What follows belongs to an exercise in optimizing a design on an open flow for small area and a short achievable clock period; a production flow would make more cautious choices.
RTL that was checked went through simulation tests only; none was proved equivalent to the original.
Power is estimated from default activity; no workload was simulated.

==> v23 <==
==> flow/design.v <==
package lcd_regs_pkg;
	localparam logic [1:0] IDLE   = 2'b00;
	localparam logic [1:0] BUSY   = 2'b01;
	localparam logic [1:0] NONSEQ = 2'b10;
	localparam logic [1:0] SEQ    = 2'b11;
	localparam logic [1:0] OKAY  = 2'b00;
	localparam logic [1:0] ERROR = 2'b01;
	localparam logic [1:0] RETRY = 2'b10;
	localparam logic [1:0] SPLIT = 2'b11;
	localparam logic [1:0] CTRL_ST  = 2'b00;
	localparam logic [1:0] WR_OP_ST = 2'b01;
	localparam logic [1:0] RD_OP_ST = 2'b10;
	localparam int DATA_W     = 32;
	localparam int OFFS_W     = 24;
	localparam int WORD_IDX_W = 3;
	localparam int BANK_WORDS = 1 << WORD_IDX_W;
	localparam int MAX_BANKS = 4;
	localparam logic [MAX_BANKS*OFFS_W-1:0] BANK_BASE = {
		24'hE11400,
		24'hE11000,
		24'hE10C00,
		24'hE10000
	};
endpackage
module ahb_ready (
	input  logic       hsel,
	input  logic [1:0] htrans,
	input  logic       dp,
	output logic       hready
);
	assign hready = dp || (hsel && (htrans == lcd_regs_pkg::NONSEQ));
endmodule
module reg_word_next (
	input  logic        hold,
	input  logic        we,
	input  logic [31:0] q,
	input  logic [31:0] wdata,
	output logic [31:0] d
);
	assign d = (q & {32{hold}}) | (wdata & {32{we}});
endmodule
module rd_aoi3 (
	input  logic [2:0]  s,
	input  logic [31:0] a,
	input  logic [31:0] b,
	input  logic [31:0] c,
	output logic [31:0] yn
);
	assign yn = ~(({32{s[0]}} & a) | ({32{s[1]}} & b) | ({32{s[2]}} & c));
endmodule
module rd_aoi2 (
	input  logic [1:0]  s,
	input  logic [31:0] a,
	input  logic [31:0] b,
	output logic [31:0] yn
);
	assign yn = ~(({32{s[0]}} & a) | ({32{s[1]}} & b));
endmodule
module rd_bank (
	input  logic [3*32-1:0] pn,
	input  logic            kill,
	output logic [31:0]     y
);
	assign y = ~((pn[0 +: 32] & pn[32 +: 32] & pn[64 +: 32]) | {32{kill}});
endmodule
module rd_final (
	input  logic [2*32-1:0] bank_rd,
	input  logic            byp,
	input  logic [31:0]     wdata,
	output logic [31:0]     y
);
	assign y = bank_rd[0 +: 32] | bank_rd[32 +: 32] | (wdata & {32{byp}});
endmodule
module lcd_ahb_regs #(
	parameter int NUM_BANKS = 2
) (
	input  logic                     HCLK,
	input  logic                     HRESET,
	input  logic                     HSEL,
	input  logic [31:0]              HADDR,
	input  logic                     HWRITE,
	input  logic [1:0]               HTRANS,
	input  logic [31:0]              HWDATA,
	output logic [31:0]              HRDATA,
	output logic                     HREADY,
	output logic [1:0]               HRESP,
	output logic [NUM_BANKS*256-1:0] regs
);
	localparam int OFFS_W = lcd_regs_pkg::OFFS_W;
	localparam int LO     = 5;
	localparam int NW     = 16;    
	logic          accept;
	logic [1:0]    bank_match;
	logic [7:0]    word_dec;
	assign accept = HSEL && (HTRANS == lcd_regs_pkg::NONSEQ);
	for (genvar b = 0; b < 2; b++) begin : g_match
		localparam logic [OFFS_W-1:0] BASE = lcd_regs_pkg::BANK_BASE[b*OFFS_W +: OFFS_W];
		assign bank_match[b] = (HADDR[OFFS_W-1:LO] == BASE[OFFS_W-1:LO]);
	end
	for (genvar w = 0; w < 8; w++) begin : g_dec
		assign word_dec[w] = (HADDR[4:2] == w);
	end
	logic dp_q;
	logic wr_q;
	logic nwr_q;
	always_ff @(posedge HCLK or posedge HRESET) begin
		if (HRESET) begin
			dp_q  <= 1'b0;
			wr_q  <= 1'b0;
			nwr_q <= 1'b1;
		end else begin
			dp_q  <= accept;
			wr_q  <= accept && HWRITE;
			nwr_q <= !(accept && HWRITE);
		end
	end
	logic [1:0] bank_q;
	logic [7:0] word_q;
	always_ff @(posedge HCLK) begin
		bank_q <= bank_match;
		word_q <= word_dec;
	end
	logic [NW-1:0]    we;
	logic [NW-1:0]    hold;
	logic [NW*32-1:0] regs_d;
	for (genvar i = 0; i < NW; i++) begin : g_reg
		assign we[i]   = wr_q && bank_q[i/8] && word_q[i%8];
		assign hold[i] = nwr_q || !(bank_q[i/8] && word_q[i%8]);
		reg_word_next u_next (
			.hold  (hold[i]),
			.we    (we[i]),
			.q     (regs[i*32 +: 32]),
			.wdata (HWDATA),
			.d     (regs_d[i*32 +: 32])
		);
	end
	always_ff @(posedge HCLK or posedge HRESET) begin
		if (HRESET) begin
			regs <= '0;
		end else begin
			regs <= regs_d;
		end
	end
	logic [1:0]      byp;       
	logic            wbyp;      
	logic [1:0]      bank_kill;
	logic [6*32-1:0] part_n;    
	logic [2*32-1:0] bank_rd;   
	logic [31:0]     rdata_d;
	logic [31:0]     rdata_q;
	for (genvar b = 0; b < 2; b++) begin : g_byp
		assign byp[b]       = wr_q && bank_q[b] && |(word_q & word_dec);
		assign bank_kill[b] = !bank_match[b] || byp[b];
	end
	assign wbyp = (bank_match[0] && byp[0]) || (bank_match[1] && byp[1]);
	for (genvar b = 0; b < 2; b++) begin : g_rd
		for (genvar j = 0; j < 2; j++) begin : g_aoi
			rd_aoi3 u_aoi (
				.s  (word_dec[j*3 +: 3]),
				.a  (regs[(b*8 + j*3 + 0)*32 +: 32]),
				.b  (regs[(b*8 + j*3 + 1)*32 +: 32]),
				.c  (regs[(b*8 + j*3 + 2)*32 +: 32]),
				.yn (part_n[(b*3 + j)*32 +: 32])
			);
		end
		rd_aoi2 u_aoi_last (
			.s  (word_dec[6 +: 2]),
			.a  (regs[(b*8 + 6)*32 +: 32]),
			.b  (regs[(b*8 + 7)*32 +: 32]),
			.yn (part_n[(b*3 + 2)*32 +: 32])
		);
		rd_bank u_bank (
			.pn      (part_n[b*3*32 +: 3*32]),
			.kill    (bank_kill[b]),
			.y       (bank_rd[b*32 +: 32])
		);
	end
	rd_final u_final (
		.bank_rd (bank_rd),
		.byp     (wbyp),
		.wdata   (HWDATA),
		.y       (rdata_d)
	);
	always_ff @(posedge HCLK) begin
		rdata_q <= rdata_d;
	end
	assign HRDATA = rdata_q;
	ahb_ready u_ready (
		.hsel   (HSEL),
		.htrans (HTRANS),
		.dp     (dp_q),
		.hready (HREADY)
	);
	assign HRESP  = lcd_regs_pkg::OKAY;
endmodule
==> flow/flow/run.sh <==
#!/bin/bash
# The standard layout, with two changes to how the resizer works:
# - plain buf_1 cells as the port buffers (buffer_ports otherwise picks
#   clkdlybuf4s50_1, a slow delay cell);
# - timing repair may resize a cell to any footprint of the same function.
set -euo pipefail
bash standard.sh BUFFER_PORTS_ARGS="-buffer_cell sky130_fd_sc_hd__buf_1" MATCH_CELL_FOOTPRINT=0 finish > flow_make.log 2>&1
==> flow/standard.sh <==
#!/bin/bash
# synth_recipe.tcl (not shown) runs the flow's synth.tcl, then flattens the netlist and writes it again
# the make line also repeats each setting of config.mk as NAME=value (left out here)
make -C /OpenROAD-flow-scripts/flow DESIGN_CONFIG=/design/flow/config.mk WORK_HOME=/design/flow/orfs CLKGATE_MAP_FILE= SYNTH_SCRIPT=/design/flow/synth_recipe.tcl "${@:-finish}"
==> flow/config.mk <==
export PLATFORM = sky130hd
export DESIGN_NAME = lcd_ahb_regs
export DESIGN_NICKNAME = lcd_ahb_regs
export VERILOG_FILES = /design/flow/design.v
export SDC_FILE = /design/flow/constraint.sdc
export NUM_CORES = 4
export LEC_CHECK = 0
export CAP_MARGIN = 20
export CORE_MARGIN = 2
export CORE_UTILIZATION = 62
export CTS_BUF_LIST = sky130_fd_sc_hd__clkbuf_8 sky130_fd_sc_hd__clkbuf_16
export CTS_CLUSTER_DIAMETER = 80
export CTS_CLUSTER_SIZE = 24
export SETUP_SLACK_MARGIN = 2.7
export SLEW_MARGIN = 20
export SYNTH_HIERARCHICAL = 1
export SYNTH_MINIMUM_KEEP_SIZE = 0
==> flow/constraint.sdc <==
create_clock -name core_clock -period 5.0 [get_ports {HCLK}]
set_input_delay 1.0000 -clock core_clock [delete_from_list [all_inputs] [get_ports {HCLK}]]
set_output_delay 1.0000 -clock core_clock [all_outputs]
set_load 0.01 [all_outputs]
==> v5 (differences from v23) <==
==> flow/design.v (replaced) <==
package lcd_regs_pkg;
	localparam logic [1:0] IDLE   = 2'b00;
	localparam logic [1:0] BUSY   = 2'b01;
	localparam logic [1:0] NONSEQ = 2'b10;
	localparam logic [1:0] SEQ    = 2'b11;
	localparam logic [1:0] OKAY  = 2'b00;
	localparam logic [1:0] ERROR = 2'b01;
	localparam logic [1:0] RETRY = 2'b10;
	localparam logic [1:0] SPLIT = 2'b11;
	localparam logic [1:0] CTRL_ST  = 2'b00;
	localparam logic [1:0] WR_OP_ST = 2'b01;
	localparam logic [1:0] RD_OP_ST = 2'b10;
	localparam int DATA_W     = 32;
	localparam int OFFS_W     = 24;
	localparam int WORD_IDX_W = 3;
	localparam int BANK_WORDS = 1 << WORD_IDX_W;
	localparam int MAX_BANKS = 4;
	localparam logic [MAX_BANKS*OFFS_W-1:0] BANK_BASE = {
		24'hE11400,
		24'hE11000,
		24'hE10C00,
		24'hE10000
	};
endpackage
module lcd_ahb_regs #(
	parameter int NUM_BANKS = 2
) (
	input  logic                     HCLK,
	input  logic                     HRESET,
	input  logic                     HSEL,
	input  logic [31:0]              HADDR,
	input  logic                     HWRITE,
	input  logic [1:0]               HTRANS,
	input  logic [31:0]              HWDATA,
	output logic [31:0]              HRDATA,
	output logic                     HREADY,
	output logic [1:0]               HRESP,
	output logic [NUM_BANKS*256-1:0] regs
);
	localparam int OFFS_W = lcd_regs_pkg::OFFS_W;
	localparam int LO     = 5;
	logic                 accept;
	logic [NUM_BANKS-1:0] bank_match;
	assign accept = HSEL && (HTRANS == lcd_regs_pkg::NONSEQ);
	for (genvar b = 0; b < NUM_BANKS; b++) begin : g_match
		localparam logic [OFFS_W-1:0] BASE = lcd_regs_pkg::BANK_BASE[b*OFFS_W +: OFFS_W];
		assign bank_match[b] = (HADDR[OFFS_W-1:LO] == BASE[OFFS_W-1:LO]);
	end
	logic dp_q;
	logic wr_q;
	logic rd_q;    
	always_ff @(posedge HCLK or posedge HRESET) begin
		if (HRESET) begin
			dp_q <= 1'b0;
			wr_q <= 1'b0;
			rd_q <= 1'b1;
		end else begin
			dp_q <= accept;
			wr_q <= accept && HWRITE;
			rd_q <= !(accept && HWRITE);
		end
	end
	logic [NUM_BANKS-1:0] bank_q;
	logic [2:0]           word_q;
	always_ff @(posedge HCLK) begin
		bank_q <= bank_match;
		word_q <= HADDR[4:2];
	end
	logic [NUM_BANKS*8-1:0] sel;
	logic [NUM_BANKS*8-1:0] we;
	logic [NUM_BANKS*8-1:0] hold;
	for (genvar b = 0; b < NUM_BANKS; b++) begin : g_bank
		for (genvar w = 0; w < 8; w++) begin : g_word
			assign sel[b*8 + w] = bank_q[b] && (word_q == w);
			assign we[b*8 + w]   = wr_q && sel[b*8 + w];
			assign hold[b*8 + w] = rd_q || !sel[b*8 + w];
			always_ff @(posedge HCLK or posedge HRESET) begin
				if (HRESET) begin
					regs[(b*8 + w)*32 +: 32] <= '0;
				end else begin
					regs[(b*8 + w)*32 +: 32] <= (regs[(b*8 + w)*32 +: 32] & {32{hold[b*8 + w]}})
						| (HWDATA & {32{we[b*8 + w]}});
				end
			end
		end
	end
	always_comb begin
		HRDATA = '0;
		for (int i = 0; i < NUM_BANKS*8; i++) begin
			HRDATA = HRDATA | ({32{sel[i]}} & regs[i*32 +: 32]);
		end
	end
	assign HREADY = dp_q || accept;
	assign HRESP  = lcd_regs_pkg::OKAY;
endmodule
==> flow/run.sh (new file) <==
#!/bin/bash
# synth_recipe.tcl (not shown) runs the flow's synth.tcl, then flattens the netlist and writes it again
# the make line also repeats each setting of config.mk as NAME=value (left out here)
make -C /OpenROAD-flow-scripts/flow DESIGN_CONFIG=/design/flow/config.mk WORK_HOME=/design/flow/orfs CLKGATE_MAP_FILE= SYNTH_SCRIPT=/design/flow/synth_recipe.tcl finish
CORE_UTILIZATION = 40   (was 62)
CTS_BUF_LIST = not set   (was sky130_fd_sc_hd__clkbuf_8 sky130_fd_sc_hd__clkbuf_16)
CTS_CLUSTER_DIAMETER = not set   (was 80)
CTS_CLUSTER_SIZE = not set   (was 24)
SETUP_SLACK_MARGIN = not set   (was 2.7)
SYNTH_HIERARCHICAL = not set   (was 1)
SYNTH_MINIMUM_KEEP_SIZE = not set   (was 0)
removed: flow/flow/run.sh
removed: flow/standard.sh
==> qor summary <==
metric	v23	v5
Detail-routed net length per standard cell	34.61 µm	34.34 µm
Worst Setup EP	HREADY	HRDATA[3]
Wire length of the first global-routing pass	129800 µm	144300 µm
Number of buffers added by the clock tree synthesis step	27	55
Cell total after placement	2549	2857
Number of multi-input combinational cells in the layout	879	937
Clock period minus final worst setup slack	2.389 ns	4.871 ns
WP buf/inv	2	3
Non-filler cells, final	2623	2960
Static Leakage	0.01159 µW	0.01334 µW
Outcome	finished clean	finished clean
Async set or reset register ratio after synthesis	0.9246	0.9904
Fraction of cell area in non-clock buffers	0.1148	0.2151
Total standard cell area after synthesis	0.02282 mm²	0.02225 mm²
VDD IR max	0.0002508 V	0.0002511 V
Crit start category	input pin	flip-flop
X dimension of the die	195.9 µm	239.9 µm
Number of clock buffers in the layout	31	87
The RTL of v5 was laid out without a check of its function.

port drivers added, routing unchanged:
How much do the figures lean on ideal ports? The routed layouts below were timed once more, with nothing changed but the port constraints. Step 1 (the two cells are an assumption about what drives the block):
set clk [get_ports {HCLK}]
set_driving_cell -lib_cell sky130_fd_sc_hd__clkbuf_16 $clk
set_driving_cell -lib_cell sky130_fd_sc_hd__buf_2 [delete_from_list [all_inputs] $clk]
Step 2 adds t to the input delays and takes it off the output delays; t is the mean of the earliest and latest rising clock arrival at the registers after step 1. Input paths then give back, and output paths get back, about the clock's delay inside the block. Slacks: ideal ports / drivers / drivers and shift; pairs: ideal ports / drivers.
| run | t (ns) | setup slack, ns | worst hold slack (ns) | worst slew at a driven data input, ns | cell pins on the clock port's net |
|---|---|---|---|---|---|
| v23 | 0.649 | 2.611 / 2.531 / 1.882 | 0.543 / 0.528 / 0.543 | 0.18 | 1 |
| v5 | 0.676 | 0.129 / 0.062 / 0.738 | 0.524 / 0.524 / 0.524 | 0.08 | 1 |
After both steps setup and hold are still met in every run listed. The setup slack of v23, which loses most, moves by -0.080 ns with the drivers and by -0.729 ns with both steps.
